Context: an optimization exercise on an open-source flow, tuned for small area. The choices shown serve that exercise and are no tape-out recipe. Function was checked by simulation only, so behaviour that the tests miss may differ from the original. Power is estimated from default activity; no workload was simulated.

<file path="flow/flow/run.sh">
#!/bin/bash
set -euo pipefail
bash standard.sh MATCH_CELL_FOOTPRINT=0 \
  "BUFFER_PORTS_ARGS=-buffer_cell sky130_fd_sc_hd__buf_2" \
  finish > flow_make.log 2>&1
</file>
<file path="flow/standard.sh">
#!/bin/bash
# synth_recipe.tcl (not shown) runs the flow's synth.tcl, then flattens the netlist and writes it again
# the make line also repeats each setting of config.mk as NAME=value (left out here)
make -C /OpenROAD-flow-scripts/flow DESIGN_CONFIG=/design/flow/config.mk WORK_HOME=/design/flow/orfs CLKGATE_MAP_FILE= SYNTH_SCRIPT=/design/flow/synth_recipe.tcl "${@:-finish}"
</file>
<file path="flow/config.mk">
export PLATFORM = sky130hd
export DESIGN_NAME = regfile_bypass_sb
export DESIGN_NICKNAME = regfile_bypass_sb
export VERILOG_FILES = /design/flow/design.v
export SDC_FILE = /design/flow/constraint.sdc
export NUM_CORES = 4
export LEC_CHECK = 0
export CAP_MARGIN = 20
export CORE_MARGIN = 2
export CORE_UTILIZATION = 40
export SETUP_SLACK_MARGIN = 0.1
export SLEW_MARGIN = 20
export SYNTH_HIERARCHICAL = 1
</file>
<file path="flow/constraint.sdc">
create_clock -name core_clock -period 5.0 [get_ports {clk}]
set_input_delay 1.0000 -clock core_clock [delete_from_list [all_inputs] [get_ports {clk}]]
set_output_delay 1.0000 -clock core_clock [all_outputs]
set_load 0.01 [all_outputs]
</file>
<file path="flow/design.v">
package regfile_pkg;
  localparam int DATA_W_DEF   = 32;
  localparam int NUM_REGS_DEF = 32;
  localparam int REG_ZERO = 0;
  localparam int REG_RA   = 31;
  function automatic logic is_zero_reg(
    input int   zero_en,
    input logic [31:0] addr
  );
    is_zero_reg = (zero_en != 0) && (addr == 32'(REG_ZERO));
  endfunction
endpackage
module regfile_scoreboard
#(
  parameter int NUM_REGS = regfile_pkg::NUM_REGS_DEF
) (
  input  logic                clk,
  input  logic                reset,
  input  logic [NUM_REGS-2:0] set_oh_i,
  input  logic [NUM_REGS-2:0] clr_oh_i,
  input  logic                flush_i,
  input  logic [NUM_REGS-2:0] lk_oh_a_i,
  input  logic [NUM_REGS-2:0] lk_oh_b_i,
  output logic                busy_a_o,
  output logic                busy_b_o
);
  logic [NUM_REGS-2:0] pend_q;
  logic [NUM_REGS-2:0] pend_d;
  assign pend_d = flush_i ? '0 : (set_oh_i | (pend_q & ~clr_oh_i));
  always_ff @(posedge clk or posedge reset) begin
    if (reset) begin
      pend_q <= '0;
    end else begin
      pend_q <= pend_d;
    end
  end
  assign busy_a_o = |(lk_oh_a_i & pend_q & ~clr_oh_i);
  assign busy_b_o = |(lk_oh_b_i & pend_q & ~clr_oh_i);
endmodule
module regfile_wrow #(
  parameter int DATA_W = 32
) (
  input  logic              we,
  input  logic              we_n,
  input  logic [DATA_W-1:0] wd,
  input  logic [DATA_W-1:0] q,
  output logic [DATA_W-1:0] d
);
  assign d = (wd & {DATA_W{we}}) | (q & {DATA_W{we_n}});
endmodule
module regfile_ao3 (
  input  logic [2:0] sel,
  input  logic [2:0] din,
  output logic       y_n
);
  assign y_n = !(|(sel & din));
endmodule
module regfile_rmux #(
  parameter int DATA_W = 32,
  parameter int N      = 31,
  localparam int G     = N / 3,
  localparam int R     = N - 3 * G
) (
  input  logic [N-1:0]             sel,
  input  logic [N-1:0][DATA_W-1:0] din,
  output logic [DATA_W-1:0]        dout
);
  for (genvar b = 0; b < DATA_W; b++) begin : g_bit
    logic [N-1:0] din_b;
    logic [G:0]   grp_n;
    for (genvar i = 0; i < N; i++) begin : g_in
      assign din_b[i] = din[i][b];
    end
    for (genvar g = 0; g < G; g++) begin : g_grp
      regfile_ao3 u_ao3 (
        .sel (sel[3*g +: 3]),
        .din (din_b[3*g +: 3]),
        .y_n (grp_n[g])
      );
    end
    if (R > 0) begin : g_rem
      assign grp_n[G] = !(|(sel[N-1:3*G] & din_b[N-1:3*G]));
    end else begin : g_norem
      assign grp_n[G] = 1'b1;
    end
    assign dout[b] = !(&grp_n);
  end
endmodule
module regfile_bypass_sb
#(
  parameter int DATA_W   = regfile_pkg::DATA_W_DEF,
  parameter int NUM_REGS = regfile_pkg::NUM_REGS_DEF,
  parameter int ZERO_REG = 1,
  parameter int BYPASS   = 1,
  localparam int ADDR_W  = $clog2(NUM_REGS)
) (
  input  logic              clk,
  input  logic              reset,
  input  logic [ADDR_W-1:0] rd_addr_a,
  input  logic [ADDR_W-1:0] rd_addr_b,
  output logic [DATA_W-1:0] rd_data_a,
  output logic [DATA_W-1:0] rd_data_b,
  output logic              rd_busy_a,
  output logic              rd_busy_b,
  input  logic              wr_en,
  input  logic [ADDR_W-1:0] wr_addr,
  input  logic [DATA_W-1:0] wr_data,
  input  logic              iss_en,
  input  logic [ADDR_W-1:0] iss_addr,
  input  logic              flush
);
  logic [NUM_REGS-2:0][DATA_W-1:0] regs_q;
  logic [NUM_REGS-2:0][DATA_W-1:0] regs_d;
  logic [NUM_REGS-2:0]             vld_q;
  logic [NUM_REGS-2:0]             vld_d;
  logic [NUM_REGS-2:0]             we;
  logic [NUM_REGS-2:0]             dec_a;
  logic [NUM_REGS-2:0]             dec_b;
  logic [NUM_REGS-2:0]             iss;
  logic [NUM_REGS-2:0]             sel_a;
  logic [NUM_REGS-2:0]             sel_b;
  for (genvar i = 0; i < NUM_REGS - 1; i++) begin : g_reg
    assign we[i] = wr_en && (wr_addr == ADDR_W'(i + 1));
    regfile_wrow #(.DATA_W(DATA_W)) u_wrow (
      .we   (we[i]),
      .we_n (!we[i]),
      .wd   (wr_data),
      .q    (regs_q[i]),
      .d    (regs_d[i])
    );
    always_ff @(posedge clk) begin
      regs_q[i] <= regs_d[i];
    end
    assign vld_d[i] = vld_q[i] || we[i];
    always_ff @(posedge clk or posedge reset) begin
      if (reset) begin
        vld_q[i] <= 1'b0;
      end else begin
        vld_q[i] <= vld_d[i];
      end
    end
    assign dec_a[i] = (rd_addr_a == ADDR_W'(i + 1));
    assign dec_b[i] = (rd_addr_b == ADDR_W'(i + 1));
    assign sel_a[i] = vld_q[i] && !we[i] && dec_a[i];
    assign sel_b[i] = vld_q[i] && !we[i] && dec_b[i];
    assign iss[i]   = iss_en && (iss_addr == ADDR_W'(i + 1));
  end
  logic hit_a;
  logic hit_b;
  assign hit_a = wr_en && (wr_addr == rd_addr_a) && (rd_addr_a != '0);
  assign hit_b = wr_en && (wr_addr == rd_addr_b) && (rd_addr_b != '0);
  regfile_rmux #(.DATA_W(DATA_W), .N(NUM_REGS)) u_rmux_a (
    .sel ({sel_a, hit_a}), .din ({regs_q, wr_data}), .dout (rd_data_a)
  );
  regfile_rmux #(.DATA_W(DATA_W), .N(NUM_REGS)) u_rmux_b (
    .sel ({sel_b, hit_b}), .din ({regs_q, wr_data}), .dout (rd_data_b)
  );
  regfile_scoreboard #(
    .NUM_REGS (NUM_REGS)
  ) u_sb (
    .clk       (clk),
    .reset     (reset),
    .set_oh_i  (iss),
    .clr_oh_i  (we),
    .flush_i   (flush),
    .lk_oh_a_i (dec_a),
    .lk_oh_b_i (dec_b),
    .busy_a_o  (rd_busy_a),
    .busy_b_o  (rd_busy_b)
  );
endmodule
</file>
==> impl_results.rst, run 1 <==
.. list-table::
   :header-rows: 1

   * - Metric
     - Value
   * - Chip Width
     - between 300 and 400 um
   * - Chip height
     - roughly 340 um
   * - Maximum achievable frequency
     - roughly 200 MHz
   * - Worst skew pair latency
     - around 0.69 ns
   * - Fraction of registers with async set/reset
     - 5.88%
   * - Clk sinks
     - between 1,000 and 1,500
   * - Most used flip-flop cell after synthesis
     - sky130_fd_sc_hd__dfxtp_1
   * - Count of buffers from port buffering
     - 122
   * - Final net count
     - 4,122
   * - Number of synthesized flops with an enable pin
     - 0
   * - Reg2reg path depth
     - 3
   * - P_int
     - 16.3 mW
   * - Post-detail-place hpwl
     - around 120 mm
   * - TritonCTS clock tree
     - yes
   * - Drt wl/cell
     - approximately 35 um
   * - Setup Viol. Count Final
     - 0
   * - Global route total overflow
     - 0
   * - CP max stage cell
     - sky130_fd_sc_hd__and3_2
   * - Share of synthesized area occupied by flip-flops and latches
     - approximately half
   * - Clock-pin slew of the registers on the worst-case setup and hold paths
     - around 0.060 ns
   * - Seq cells post-synth
     - around 1,100
   * - Via count of the first global-routing pass
     - 39,400
   * - H-tree depth
     - 3
   * - GRT Resource Usage Total
     - between 30% and 40%
   * - Mapped Avg Cell Area
     - roughly 12 sq um
   * - Family of cells with the greatest summed delay on the critical path
     - simple AND/OR/NAND/NOR gates
   * - Global-route met2 utilization
     - between 40% and 50%
   * - Endpoint required time on the critical path
     - around 4.0 ns
   * - Layout overhead on the synthesized area
     - 16.2%
   * - Number of antenna violations at the first check in global routing
     - 11
   * - Number of top-level pins
     - about 120
   * - Worst Setup Start Kind
     - input port
   * - DRC violations left
     - 0
   * - Sw Pwr
     - a little over 6 mW
   * - Placed Instance Area
     - between 40,000 and 50,000 sq um
   * - RePlAce Congestion
     - about 0.94
   * - Starting utilization of the core area
     - between 40 and 50%
   * - Portion of total power attributed to combinational logic
     - 12.6%
   * - CP Buf/Inv Count
     - 3
   * - Routed Wire Length
     - 194 mm
   * - Reported max-cap violation count
     - 0
   * - Number of distinct library cell variants in the gate-level netlist after synthesis
     - 49
   * - Final antenna-violating net count
     - 0
   * - Via count
     - around 42,000
   * - Clk network pwr share
     - a little under two fifths
   * - Run status
     - complete, no violations
   * - M1 GR Usage
     - 44.8%
   * - Number of rows created at floorplan
     - between 100 and 150
   * - Critical path class
     - input port to primary output
   * - Total power consumption of the routed design
     - 22.5 mW
   * - Quantity of hold-fixing buffers added after cts
     - 0
   * - Total Negative Setup Slacks
     - 0 ns
   * - Number of max-slew violations in the final report
     - 0
   * - Biggest cell delay along the critical path
     - between 0.5 and 0.6 ns
   * - Post-Route Utilization
     - ~47%
   * - Cell type with the highest aggregate area in the netlist
     - sky130_fd_sc_hd__dfxtp_1
   * - Setup repair after global routing missed its margin
     - yes
   * - Non-Filler Cell Area, Final
     - around 51,000 sq um
   * - Setup Skew
     - 0 ns
   * - GR met3 Demand/Resource
     - under 10%
   * - Fraction of power consumed by sequential logic
     - approximately half
   * - Arrival time worst endpoint
     - between 3 and 4 ns
   * - Slew of the pin with the lowest slew margin
     - ~1.1 ns
   * - Switching Share
     - 27.6%
   * - Share of Yosys cell area claimed by the top area cell type
     - 45.1%
   * - Post-layout minimum cycle time
     - around 4.9 ns
   * - Final clock period utilization by the worst path
     - 98.8%
   * - Buffer depth of the longest clock path
     - 3
   * - DR vias/cell
     - approximately 7.6
   * - Worst min-delay path class
     - input port to asynchronous set/reset pin
   * - Yosys warning total
     - 8
   * - Wire length of the first global-routing pass
     - around 280 mm
   * - Top fanout value on the critical path
     - 32
   * - Core Region
     - about 110,000 sq um
   * - Synthesized net count
     - ~3,800
   * - Pre-Repair DR Iteration Count
     - 12
   * - Area of the die
     - 113,000 sq um
   * - Pin count of the biggest net entering global routing
     - 36
   * - Leakage power
     - approximately 21 nW
   * - Cells after synthesis
     - 3,748
   * - IR drop worst, VDD
     - a little over 0.0003 V
   * - CP cell instances
     - buf_2 > buf_4 > and4bb_2 > nand2_2 > and3_2 > a222oi_1 > nand4_1 > or4_4 > buf_2
   * - Cell type with the highest occurrence count on the critical path
     - sky130_fd_sc_hd__buf_2
   * - Pwr Density
     - ~440 nW/um^2
   * - Headroom to the max-slew limit
     - roughly a quarter
   * - Num CTS Buffers
     - between 100 and 150
   * - Layout cells sized above 1
     - 20.5%
   * - Syn Std Cell Area
     - ~44,000 sq um
   * - Grt peak-use layer
     - met2
   * - Kind of end point of the critical path
     - primary output
   * - Number of violations reported at the end of detailed-routing iteration 0
     - about 11,000
   * - Cell types occupying the most area after synthesis
     - sky130_fd_sc_hd__dfxtp_1 45%, sky130_fd_sc_hd__a22o_1 20%, sky130_fd_sc_hd__a222oi_1 15%
   * - Final hold violations
     - 0
   * - Worst path depth
     - 9
   * - Root Driver
     - sky130_fd_sc_hd__clkbuf_16
[stage by stage]
| stage | instances | setup WS (ns) | hold WS (ns) |
|---|---|---|---|
| 2_1_floorplan | 3748 | 0.110 | 0.427 |
| 3_3_place_gp | 5364 | 0.149 | 0.443 |
| 3_5_place_dp | 5364 | 0.153 | 0.448 |
| 6_report | 5571 | 0.0579 | 0.417 |
| 4_1_cts | 5565 | 0.148 | 0.411 |
| 5_1_grt | 5571 | 0.0967 | 0.438 |
[kinds of logic after synthesis]
group / count (synthesis) / synth area share, %
compound gates: 1755 / 36.5
flops: 1054 / 48.6
simple gates: 645 / 8.77
buf+inv: 285 / 5.97
xor+xnor: 9 / 0.179
[worst min-delay path: cells and delay by family]
| family | cells | cell delay [ns] |
|---|---|---|
| buffers and inverters | 3 | 0.53 |
[what timing repair did]
action                     4_1_cts  5_1_grt
resized for setup                0        3
setup endpoints to repair        0        8
setup buffers                    0        4
[synthesized netlist by cell type, types with 38 or more instances]
cell and count:
sky130_fd_sc_hd__a222oi_1 642, sky130_fd_sc_hd__a22o_1 994, sky130_fd_sc_hd__a22o_2 64, sky130_fd_sc_hd__buf_6 204, sky130_fd_sc_hd__dfrtp_1 62, sky130_fd_sc_hd__dfxtp_1 992
sky130_fd_sc_hd__inv_1 53, sky130_fd_sc_hd__nand2_1 89, sky130_fd_sc_hd__nand3b_1 38, sky130_fd_sc_hd__nand4_1 141, sky130_fd_sc_hd__nor2_1 148, sky130_fd_sc_hd__nor3_1 47
sky130_fd_sc_hd__or4_4 62
[flip-flops by register name, indices dropped and copies added (netlist names)]
| signal | count |
|---|---|
| regs_q | 992 |
| u_sb.pend_q | 31 |
| vld_q | 31 |
[modules after synthesis (local to each module, per instance), a selection]
module	copies in the design	area (sq um)	cells	flops+latches
regfile_ao3	640	10.0	1	0
regfile_bypass_sb	1	22700	1406	1023
[area by class of cell]
| cell class | count | area, sq um |
|---|---|---|
| clock inverters | 41 | 445 |
| fillers | 9974 | 57800 |
| clock buffers | 160 | 3170 |
| diodes | 1 | 2.50 |
| inverters | 53 | 199 |
| multi-input cells | 2409 | 20400 |
| flip-flops and latches | 1054 | 21400 |
| well taps | 1414 | 1770 |
| repair buffers | 439 | 3770 |
[per-layer routing]
| layer | vias up | routed length, um |
|---|---|---|
| met3 | 614 | 27300 |
| met5 | - | 40 |
| met4 | 8 | 10900 |
| met2 | 3837 | 80100 |
| met1 | 20700 | 75400 |
| li1 | 17100 | - |
[placed cells by master (no fill, tap or decap), types with 38 or more instances in the layout]
| cell | synthesis | layout |
|---|---|---|
| sky130_fd_sc_hd__buf_2 | 10 | 122 |
| sky130_fd_sc_hd__dfrtp_1 | 62 | 62 |
| sky130_fd_sc_hd__nand3b_1 | 38 | 38 |
| sky130_fd_sc_hd__a22o_1 | 994 | 994 |
| sky130_fd_sc_hd__nor2_1 | 148 | 134 |
| sky130_fd_sc_hd__nor3_2 | 0 | 41 |
| sky130_fd_sc_hd__inv_1 | 53 | 42 |
| sky130_fd_sc_hd__a22o_2 | 64 | 64 |
| sky130_fd_sc_hd__nand2_1 | 89 | 79 |
| sky130_fd_sc_hd__a222oi_1 | 642 | 642 |
| sky130_fd_sc_hd__buf_12 | 0 | 62 |
| sky130_fd_sc_hd__clkbuf_16 | 0 | 111 |
| sky130_fd_sc_hd__or4_4 | 62 | 62 |
| sky130_fd_sc_hd__nand4_1 | 141 | 141 |
| sky130_fd_sc_hd__buf_4 | 4 | 254 |
| sky130_fd_sc_hd__dfxtp_1 | 992 | 992 |
[power by group through the flow]
stage	logic (mW)	registers, mW	clock network (mW)
2_1_floorplan	1.82	11.1	0
3_3_place_gp	2.67	11.4	0
3_5_place_dp	2.75	11.4	0
4_1_cts	2.75	11.3	8.32
5_1_grt	2.99	11.5	8.67
6_report	2.83	11.4	8.29
[path summary, 6_finish.rpt]
check | start | endpoint | slack [ns]
worst max-delay path | wr_en | rd_data_b[13] | 0.06
worst min-delay path | reset | u_sb.pend_q[9] | 0.42
worst max register to register | u_sb.pend_q[9] | u_sb.pend_q[9] | 4.01
worst min register to register | vld_q[13] | vld_q[13] | 0.46
min in group core_clock | vld_q[13] | vld_q[13] | 0.46
max in group asynchronous | reset | vld_q[20] | 4.20
==> inputs of run 2 (changes only) <==
--- a/flow/config.mk
+++ b/flow/config.mk
@@ -9,4 +9,7 @@
 export CORE_MARGIN = 2
 export CORE_UTILIZATION = 40
+export CTS_BUF_LIST = sky130_fd_sc_hd__clkbuf_16
+export CTS_CLUSTER_DIAMETER = 80
+export CTS_CLUSTER_SIZE = 24
 export SETUP_SLACK_MARGIN = 0.1
 export SLEW_MARGIN = 20
==> run 2 against run 1 <==
Still clean; sequential share of layout area grew 1.9 points; utilization down 2.0 points; total power shrank 15%; critical path depth is 1 lower; global-route usage decreased by 0.35 points.
==> impl_results.rst, run 2 <==
.. list-table::
   :header-rows: 1

   * - Metric
     - Value
   * - Run status
     - complete, no violations
   * - Number of rows created at floorplan
     - 121 (unchanged)
   * - Chip height
     - 336 um (unchanged)
   * - Kind of end point of the critical path
     - primary output
   * - Cells after synthesis
     - 3,748 (unchanged)
   * - Minimum setup slack after placement
     - 0.153 ns (unchanged)
   * - Clock-pin slew of the registers on the worst-case setup and hold paths
     - 0.10 ns (+0.04 ns)
   * - Root Driver
     - sky130_fd_sc_hd__clkbuf_16
   * - Share of Yosys cell area claimed by the top area cell type
     - 45.1% (unchanged)
   * - Wire length of the first global-routing pass
     - 273 mm (-1.0%)
   * - Global route total overflow
     - 0 (unchanged)
   * - Top fanout value on the critical path
     - 17 (-47%)
   * - DRC violations left
     - 0 (unchanged)
   * - Pre-Repair DR Iteration Count
     - 13 (+1)
   * - Count of buffers from port buffering
     - 122 (unchanged)
   * - Number of antenna violations at the first check in global routing
     - 11 (unchanged)
   * - Area of the die
     - 113,000 sq um (unchanged)
   * - Clk sinks
     - 1,054 (unchanged)
   * - Critical path class
     - input port to primary output
   * - Fraction of power consumed by sequential logic
     - 59.5% (+9.0 points)
   * - Quantity of hold-fixing buffers added after cts
     - 0 (unchanged)
   * - Placed Instance Area
     - 47,500 sq um (unchanged)
   * - Reported max-cap violation count
     - 0 (unchanged)
   * - Via count
     - 41,700 (-1.4%)
   * - Buffer depth of the longest clock path
     - 3 (unchanged)
   * - Post-Route Utilization
     - 45.0% (-2.0 points)
   * - Final hold slack
     - 0.420 ns (+0.00321 ns)
   * - Synthesized net count
     - 3,805 (unchanged)
   * - GRT Resource Usage Total
     - 32.2% (-0.35 points)
   * - Share of synthesized area occupied by flip-flops and latches
     - 48.6% (unchanged)
   * - Leakage power
     - 19.8 nW (-5.2%)
   * - Leading cell type in the layout, fill and taps excluded
     - sky130_fd_sc_hd__a22o_1
   * - Pin count of the biggest net entering global routing
     - 36 (unchanged)
   * - P_int
     - 13.5 mW (-17%)
   * - DR vias/cell
     - 7.66 (+1.1%)
   * - Drt wl/cell
     - 35.3 um (+1.5%)
   * - Mapped Avg Cell Area
     - 11.8 sq um (unchanged)
   * - Cell types occupying the most area after synthesis
     - sky130_fd_sc_hd__dfxtp_1 45%, sky130_fd_sc_hd__a22o_1 20%, sky130_fd_sc_hd__a222oi_1 15%
   * - Non-filler cells, final
     - 5,437 (-2.4%)
   * - Total of cells resized after clock tree synthesis
     - 0 (unchanged)
   * - Chip Width
     - 336 um (unchanged)
   * - Setup repair bufs after CTS
     - 0 (unchanged)
   * - Num CTS Buffers
     - 52 (-52%)
   * - Largest registers
     - regs_q (992), u_sb.pend_q (31), vld_q (31)
   * - Pwr Density
     - 389 nW/um^2 (-11%)
   * - Max FFs per register
     - 992 (unchanged)
   * - Yosys warning total
     - 8 (unchanged)
   * - Cell with the most instances after synthesis
     - sky130_fd_sc_hd__a22o_1
   * - Number of placed instances, taps included
     - 5,364 (unchanged)
   * - Total Negative Setup Slacks
     - 0 ns (unchanged)
   * - Most used flip-flop cell after synthesis
     - sky130_fd_sc_hd__dfxtp_1
   * - Final hold violations
     - 0 (unchanged)
   * - TritonCTS clock tree
     - yes
   * - Endpoint required time on the critical path
     - 4.00 ns (about the same)
   * - Number of max-slew violations in the final report
     - 0 (unchanged)
   * - Switching Share
     - 29.0% (+1.4 points)
   * - Leading post-synthesis cells by instance count
     - 994 x sky130_fd_sc_hd__a22o_1, 992 x sky130_fd_sc_hd__dfxtp_1, 642 x sky130_fd_sc_hd__a222oi_1
   * - Headroom to the max-slew limit
     - 21.1% (-2.2 points)
   * - Total area of sequential cells
     - 21,400 sq um (unchanged)
   * - Post-layout minimum cycle time
     - 4.94 ns (+0.00184 ns)
   * - Area of the multi-input gates
     - 20,400 sq um (about the same)
   * - Syn Std Cell Area
     - 44,100 sq um (unchanged)
   * - Final net count
     - 4,063 (-1.4%)
   * - Layout cells sized above 1
     - 18.4% (-2.1 points)
   * - Clk network pwr share
     - 25.7% (-11 points)
   * - Largest register by flop count
     - regs_q
   * - Core Region
     - 109,000 sq um (unchanged)
   * - Slew of the pin with the lowest slew margin
     - 1.18 ns (+0.0324 ns)
   * - Non-Filler Cell Area, Final
     - 49,000 sq um (-4.3%)
   * - Layout overhead on the synthesized area
     - 11.2%
   * - IR drop worst, VDD
     - 0.000281 V (-9.3%)
   * - Total power consumption of the routed design
     - 19.1 mW (-15%)
   * - Arrival time worst endpoint
     - 3.94 ns (about the same)
   * - Maximum achievable frequency
     - 202 MHz (about the same)
   * - Number of distinct library cell variants in the gate-level netlist after synthesis
     - 49 (unchanged)
   * - Seq cells post-synth
     - 1,054 (unchanged)
   * - Fraction of registers with async set/reset
     - 5.88% (unchanged)
   * - Worst Setup Start Kind
     - input port
   * - Setup Viol. Count Final
     - 0 (unchanged)
   * - Via count of the first global-routing pass
     - 38,600 (-1.9%)
   * - Number of top-level pins
     - 123 (unchanged)
   * - Sw Pwr
     - 5.53 mW (-11%)
   * - Worst skew pair latency
     - 0.67 ns (-0.02 ns)
   * - Worst min-delay path class
     - input port to asynchronous set/reset pin
   * - H-tree depth
     - 2 (-1)
   * - Final antenna-violating net count
     - 0 (unchanged)
   * - Starting utilization of the core area
     - 40.4% (unchanged)
   * - Fill count
     - 10,100 (+1.5%)
   * - Setup repair after global routing missed its margin
     - no
   * - Routed Wire Length
     - 192 mm (-0.91%)
   * - Worst Slack Setup Final
     - 0.0561 ns (-0.00184 ns)
   * - Cell type with the highest aggregate area in the netlist
     - sky130_fd_sc_hd__dfxtp_1
   * - Most used cells in the layout excluding fill and tap cells
     - 994 x sky130_fd_sc_hd__a22o_1, 992 x sky130_fd_sc_hd__dfxtp_1, 642 x sky130_fd_sc_hd__a222oi_1
   * - Post-detail-place hpwl
     - 120 mm (unchanged)
   * - Setup Skew
     - 0 ns (unchanged)
   * - RePlAce Congestion
     - 0.943 (unchanged)
   * - Portion of total power attributed to combinational logic
     - 14.8% (+2.2 points)
   * - Number of violations reported at the end of detailed-routing iteration 0
     - 10,800 (-3.7%)
   * - Final clock period utilization by the worst path
     - 98.9% (about the same)
   * - Number of synthesized flops with an enable pin
     - 0 (unchanged)
-- run 2: cells by family after synthesis --
| group | Yosys count | share of synthesized area [%] |
|---|---|---|
| AOI/OAI and AO/OA | 1755 | 36.5 |
| xor gates and xnor gates | 9 | 0.179 |
| buffers and inverters | 285 | 5.97 |
| DFF | 1054 | 48.6 |
| and+or+nand+nor | 645 | 8.77 |
-- run 2: per-module statistics from Yosys, one instance, submodules excluded, excerpt --
module,cells,area (sq um)
regfile_ao3,1,10.0
regfile_bypass_sb,1406,22700
-- run 2: worst paths after layout --
check	start	endpoint	slack, ns	cells after the start
setup / recovery	rd_addr_a[1]	rd_data_a[7]	0.06	8
hold / removal	reset	u_sb.pend_q[11]	0.42	3
hold reg to reg	vld_q[5]	vld_q[5]	0.47	1
setup reg to reg	u_sb.pend_q[9]	u_sb.pend_q[9]	4.00	3
min in group core_clock	vld_q[5]	vld_q[5]	0.47	1
max in group asynchronous	reset	vld_q[20]	4.20	3
-- run 2: layer usage --
layer | track usage [%] | routed length, um | share of wire [%]
met5 | 0 | 25 | 0.013
met4 | 16.2 | 10900 | 5.7
met3 | 7.89 | 26400 | 14
met2 | 46.4 | 79300 | 41
met1 | 44.7 | 75200 | 39
-- run 2: power by group through the flow --
stage          Sequential, mW  Clock (mW)  Combinational (mW)
4_1_cts                  11.3        4.93                2.74
2_1_floorplan            11.1           0                1.82
3_5_place_dp             11.4           0                2.75
6_report                 11.3        4.89                2.83
5_1_grt                  11.5        5.22                2.98
3_3_place_gp             11.4           0                2.67
-- run 2: worst max-delay path, stage by stage --
cell	delay, ns
sky130_fd_sc_hd__buf_2	0.20
sky130_fd_sc_hd__or3b_1	0.55
sky130_fd_sc_hd__nor3_4	1.00
sky130_fd_sc_hd__buf_4	0.35
sky130_fd_sc_hd__a222oi_1	0.16
sky130_fd_sc_hd__nand4_1	0.28
sky130_fd_sc_hd__or4_4	0.24
sky130_fd_sc_hd__buf_2	0.15
-- run 2: area by class of cell --
class / count / share of cell area, %
well taps: 1414 / 3.61
repair buffers: 436 / 7.60
clock inverters: 15 / 0.304
diodes: 3 / 0.0153
multi-input cells: 2409 / 41.7
inverters: 53 / 0.406
clock buffers: 53 / 2.71
flip-flops and latches: 1054 / 43.7
==> inputs of run 3 (changes only) <==
--- a/flow/config.mk
+++ b/flow/config.mk
@@ -8,5 +8,5 @@
 export CAP_MARGIN = 20
 export CORE_MARGIN = 2
-export CORE_UTILIZATION = 40
+export CORE_UTILIZATION = 50
 export CTS_BUF_LIST = sky130_fd_sc_hd__clkbuf_16
 export CTS_CLUSTER_DIAMETER = 80
==> run 3 against run 2 <==
Now fails the layout checks on setup timing; setup slack got worse by 0.096 ns; sequential share of layout area about the same; combinational power increased by 3%; largest cell class unchanged; global-route usage increased by 14 points.
==> impl_results.rst, run 3 <==
.. list-table::
   :header-rows: 1

   * - Metric
     - Value
   * - Setup Viol. Count Final
     - 1 (+1)
   * - Layout check failures
     - setup timing
   * - Non-Filler Cell Area, Final
     - 49,000 sq um (about the same)
   * - Headroom to the max-slew limit
     - 24.0% (+2.9 points)
   * - Cell types occupying the most area after synthesis
     - sky130_fd_sc_hd__dfxtp_1 45%, sky130_fd_sc_hd__a22o_1 20%, sky130_fd_sc_hd__a222oi_1 15%
   * - Pre-Repair DR Iteration Count
     - 17 (+4)
   * - Final hold violations
     - 0 (unchanged)
   * - Share of synthesized area occupied by flip-flops and latches
     - 48.6% (unchanged)
   * - Number of max-slew violations in the final report
     - 0 (unchanged)
   * - Post-detail-place hpwl
     - 132 mm (+9.9%)
   * - Root Driver
     - sky130_fd_sc_hd__clkbuf_16
   * - Setup repair after global routing missed its margin
     - no
   * - Largest registers
     - regs_q (992), u_sb.pend_q (31), vld_q (31)
   * - Arrival time worst endpoint
     - 4.04 ns (+0.10 ns)
   * - Reg-to-reg critical path startpoint
     - u_sb.pend_q[4]
   * - Routed Wire Length
     - 221 mm (+15%)
   * - Run status
     - complete, but fails checks
   * - Cell type with the highest aggregate area in the netlist
     - sky130_fd_sc_hd__dfxtp_1
   * - Largest register by flop count
     - regs_q
   * - Wire length of the first global-routing pass
     - 308 mm (+13%)
   * - IR drop worst, VDD
     - 0.000311 V (+11%)
   * - Number of top-level pins
     - 123 (unchanged)
   * - Number of antenna violations at the first check in global routing
     - 11 (unchanged)
   * - Starting utilization of the core area
     - 50.6% (+10 points)
   * - Via count
     - 44,600 (+7.1%)
   * - Fraction of power consumed by sequential logic
     - 58.7% (-0.8 points)
   * - Total Negative Setup Slacks
     - -0.0396 ns (-0.0396 ns)
   * - Final net count
     - 4,102 (+0.96%)
   * - Count of buffers from port buffering
     - 122 (unchanged)
   * - Clk network pwr share
     - 26.3% (+0.6 points)
   * - Buffer depth of the longest clock path
     - 3 (unchanged)
   * - Top fanout value on the critical path
     - 12 (-5)
   * - Max FFs per register
     - 992 (unchanged)
   * - Setup slack on the worst flop-to-flop path
     - 4.10 ns (+0.10 ns)
   * - Number of synthesized flops with an enable pin
     - 0 (unchanged)
   * - Reported max-cap violation count
     - 0 (unchanged)
   * - Cell type with the highest occurrence count on the critical path
     - sky130_fd_sc_hd__buf_2
   * - Post-layout minimum cycle time
     - 5.04 ns (+0.0957 ns)
   * - Total power consumption of the routed design
     - 19.4 mW (+1.8%)
   * - Maximum achievable frequency
     - 198 MHz (-1.9%)
   * - Worst Setup Start Kind
     - input port
   * - Worst min-delay path class
     - input port to asynchronous set/reset pin
   * - P_int
     - 13.6 mW (+0.82%)
   * - Most used cells in the layout excluding fill and tap cells
     - 994 x sky130_fd_sc_hd__a22o_1, 992 x sky130_fd_sc_hd__dfxtp_1, 642 x sky130_fd_sc_hd__a222oi_1
   * - Chip height
     - 301 um (-10%)
   * - CP cell instances
     - buf_2 > or2_2 > nor2_1 > and3_2 > buf_4 > a222oi_1 > nand4_1 > or4_4 > buf_2
   * - Quantity of hold-fixing buffers added after cts
     - 0 (unchanged)
   * - Leakage power
     - 20.1 nW (+1.7%)
   * - Final antenna-violating net count
     - 0 (unchanged)
   * - Global route total overflow
     - 0 (unchanged)
   * - Cells after synthesis
     - 3,748 (unchanged)
   * - Chip Width
     - 301 um (-10%)
   * - Critical path class
     - input port to primary output
   * - Endpoint required time on the critical path
     - 4.00 ns (about the same)
   * - Clock-pin slew of the registers on the worst-case setup and hold paths
     - 0.09 ns (about the same)
   * - Final hold slack
     - 0.411 ns (-0.00843 ns)
   * - Drt wl/cell
     - 42.3 um (+20%)
   * - Sw Pwr
     - 5.76 mW (+4.1%)
   * - Slew of the pin with the lowest slew margin
     - 1.14 ns (-0.0430 ns)
   * - Most used flip-flop cell after synthesis
     - sky130_fd_sc_hd__dfxtp_1
   * - GRT Resource Usage Total
     - 46.5% (+14 points)
   * - Number of rows created at floorplan
     - 108 (-11%)
   * - Yosys warning total
     - 8 (unchanged)
   * - Pin count of the biggest net entering global routing
     - 36 (unchanged)
   * - Synthesized net count
     - 3,805 (unchanged)
   * - Num CTS Buffers
     - 54 (+3.8%)
   * - CP max stage cell
     - sky130_fd_sc_hd__a222oi_1
   * - Fraction of registers with async set/reset
     - 5.88% (unchanged)
   * - Worst skew pair latency
     - 0.68 ns (about the same)
   * - Biggest cell delay along the critical path
     - 0.88 ns (-0.12 ns)
   * - Reg-to-reg endpoint
     - u_sb.pend_q[4]
   * - RePlAce Congestion
     - 0.995 (+5.5%)
   * - Kind of end point of the critical path
     - primary output
   * - Setup Skew
     - 0 ns (unchanged)
   * - Layout overhead on the synthesized area
     - 11.3% (about the same)
   * - TritonCTS clock tree
     - yes
   * - Portion of total power attributed to combinational logic
     - 15.1% (+0.3 points)
   * - Seq cells post-synth
     - 1,054 (unchanged)
   * - Clk sinks
     - 1,054 (unchanged)
   * - Final clock period utilization by the worst path
     - 101% (+1.9 points)
   * - Number of violations reported at the end of detailed-routing iteration 0
     - 12,200 (+13%)
   * - Pwr Density
     - 396 nW/um^2 (+1.7%)
   * - DR vias/cell
     - 8.53 (+11%)
   * - Area of the die
     - 90,500 sq um (-20%)
   * - Syn Std Cell Area
     - 44,100 sq um (unchanged)
   * - Reg2reg path depth
     - 3 (unchanged)
   * - H-tree depth
     - 2 (unchanged)
   * - Mapped Avg Cell Area
     - 11.8 sq um (unchanged)
   * - Layout cells sized above 1
     - 19.0% (+0.65 points)
   * - Share of Yosys cell area claimed by the top area cell type
     - 45.1% (unchanged)
   * - Worst Slack Setup Final
     - -0.0396 ns (-0.0957 ns)
   * - DRC violations left
     - 0 (unchanged)
   * - Core Region
     - 87,000 sq um (-20%)
   * - Post-Route Utilization
     - 56.3% (+11 points)
   * - Cell with the most instances after synthesis
     - sky130_fd_sc_hd__a22o_1
   * - Placed Instance Area
     - 47,300 sq um (-0.51%)
   * - Number of distinct library cell variants in the gate-level netlist after synthesis
     - 49 (unchanged)
   * - Via count of the first global-routing pass
     - 42,100 (+9.0%)
   * - Leading post-synthesis cells by instance count
     - 994 x sky130_fd_sc_hd__a22o_1, 992 x sky130_fd_sc_hd__dfxtp_1, 642 x sky130_fd_sc_hd__a222oi_1
   * - Leading cell type in the layout, fill and taps excluded
     - sky130_fd_sc_hd__a22o_1
   * - Switching Share
     - 29.7% (+0.67 points)
run 3: layout make-up:
type,instances,area (sq um)
antenna,8,20.0
clock buffer,55,1380
clock inverter,23,218
fill,7375,38000
inverter,53,199
multi-input combinational,2409,20400
sequential,1054,21400
tap,1155,1450
timing repair buffer,473,3930
run 3: timing repair:
| action | CTS | global route |
|---|---|---|
| pin swaps | 4 | 23 |
| buffers inserted | 2 | 11 |
| resized for setup | 5 | 22 |
| endpoints found under the setup margin | 20 | 58 |
| endpoints found under the hold margin | 0 | 0 |
run 3: routing by layer:
layer | share of wire, % | vias up | GRT usage [%]
met4 | 8.0 | 6 | 32.5
li1 | - | 17000 | -
met2 | 41 | 4627 | 66.2
met5 | 0.039 | - | 0.423
met3 | 15 | 1029 | 15.7
met1 | 36 | 21900 | 59.1
run 3: through the flow:
| stage | setup WS [ns] | std cells |
|---|---|---|
| after global placement | 0.0516 | 5131 |
| final | -0.0396 | 5230 |
| after floorplan | 0.110 | 3748 |
| after detailed placement | -0.0287 | 5131 |
| after global routing | 0.0906 | 5224 |
| after CTS | 0.103 | 5211 |
run 3: how the worst max path moves through the flow:
| stage | from | endpoint | slack [ns] | depth (start not counted) |
|---|---|---|---|---|
| 3_5_place_dp | wr_addr[3] | rd_data_a[30] | -0.03 | 11 |
| 5_1_grt | wr_addr[3] | rd_data_b[19] | 0.09 | 13 |
| 2_1_floorplan | rd_addr_a[4] | rd_data_a[31] | 0.11 | 7 |
| 4_1_cts | wr_addr[4] | rd_data_b[13] | 0.10 | 9 |
| 6_report | rd_addr_b[4] | rd_data_b[13] | -0.04 | 9 |
| 3_3_place_gp | wr_addr[3] | rd_data_a[14] | 0.05 | 11 |
run 3: kinds of logic after synthesis:
group	Yosys count	synth area share [%]
AND/OR/NAND/NOR	645	8.77
AO/OA/AOI/OAI	1755	36.5
XOR/XNOR	9	0.179
buffers and inverters	285	5.97
flip-flops	1054	48.6
run 3: critical path: cells and delay by family:
kind	cells	cell delay [ns]
AO/OA/AOI/OAI	1	0.88
buffers and inverters	3	0.58
AND/OR/NAND/NOR	5	1.55
run 3: power groups by stage:
stage               sequential, mW  clock (mW)  combinational (mW)
finish                        11.4        5.10                2.92
global route                  11.5        5.35                3.03
CTS                           11.3        5.06                2.80
detailed placement            11.4           0                2.79
global placement              11.3           0                2.69
floorplan                     11.1           0                1.82
run 3: Yosys stat by module (local to each module, per instance), excerpt:
module | flip-flops and latches | cells inside | cell area, sq um
regfile_bypass_sb | 1023 | 1406 | 22700
regfile_ao3 | 0 | 1 | 10.0

[separate check: timing with driven ports]
How much do the figures lean on ideal ports? The routed layouts below were timed once more, with nothing changed but the port constraints. Step 1 (the two cells are an assumption about what drives the block):
set clk [get_ports {clk}]
set_driving_cell -lib_cell sky130_fd_sc_hd__clkbuf_16 $clk
set_driving_cell -lib_cell sky130_fd_sc_hd__buf_2 [delete_from_list [all_inputs] $clk]
Step 2, shift: input delay + t, output delay - t, t = (earliest + latest rising clock arrival at the registers) / 2. This alone moves slack from input paths to output paths. a / b / c = ideal / step 1 / step 2; a / b = the first two.
run	t (ns)	slack for setup (ns)	worst hold slack (ns)	worst setup path after step 2	latest minus earliest clock arrival (ns)
run 1	0.768	0.058 / 0.029 / 0.029	0.417 / 0.361 / 0.460	input to output	0.050 / 0.051
run 2	0.747	0.056 / 0.036 / 0.036	0.420 / 0.363 / 0.473	input to output	0.034 / 0.034
run 3	0.748	-0.040 / -0.086 / -0.086	0.411 / 0.357 / 0.472	input to output	0.033 / 0.033
The setup slack of run 3, which loses most, moves by -0.046 ns with the drivers and by -0.046 ns with both steps.
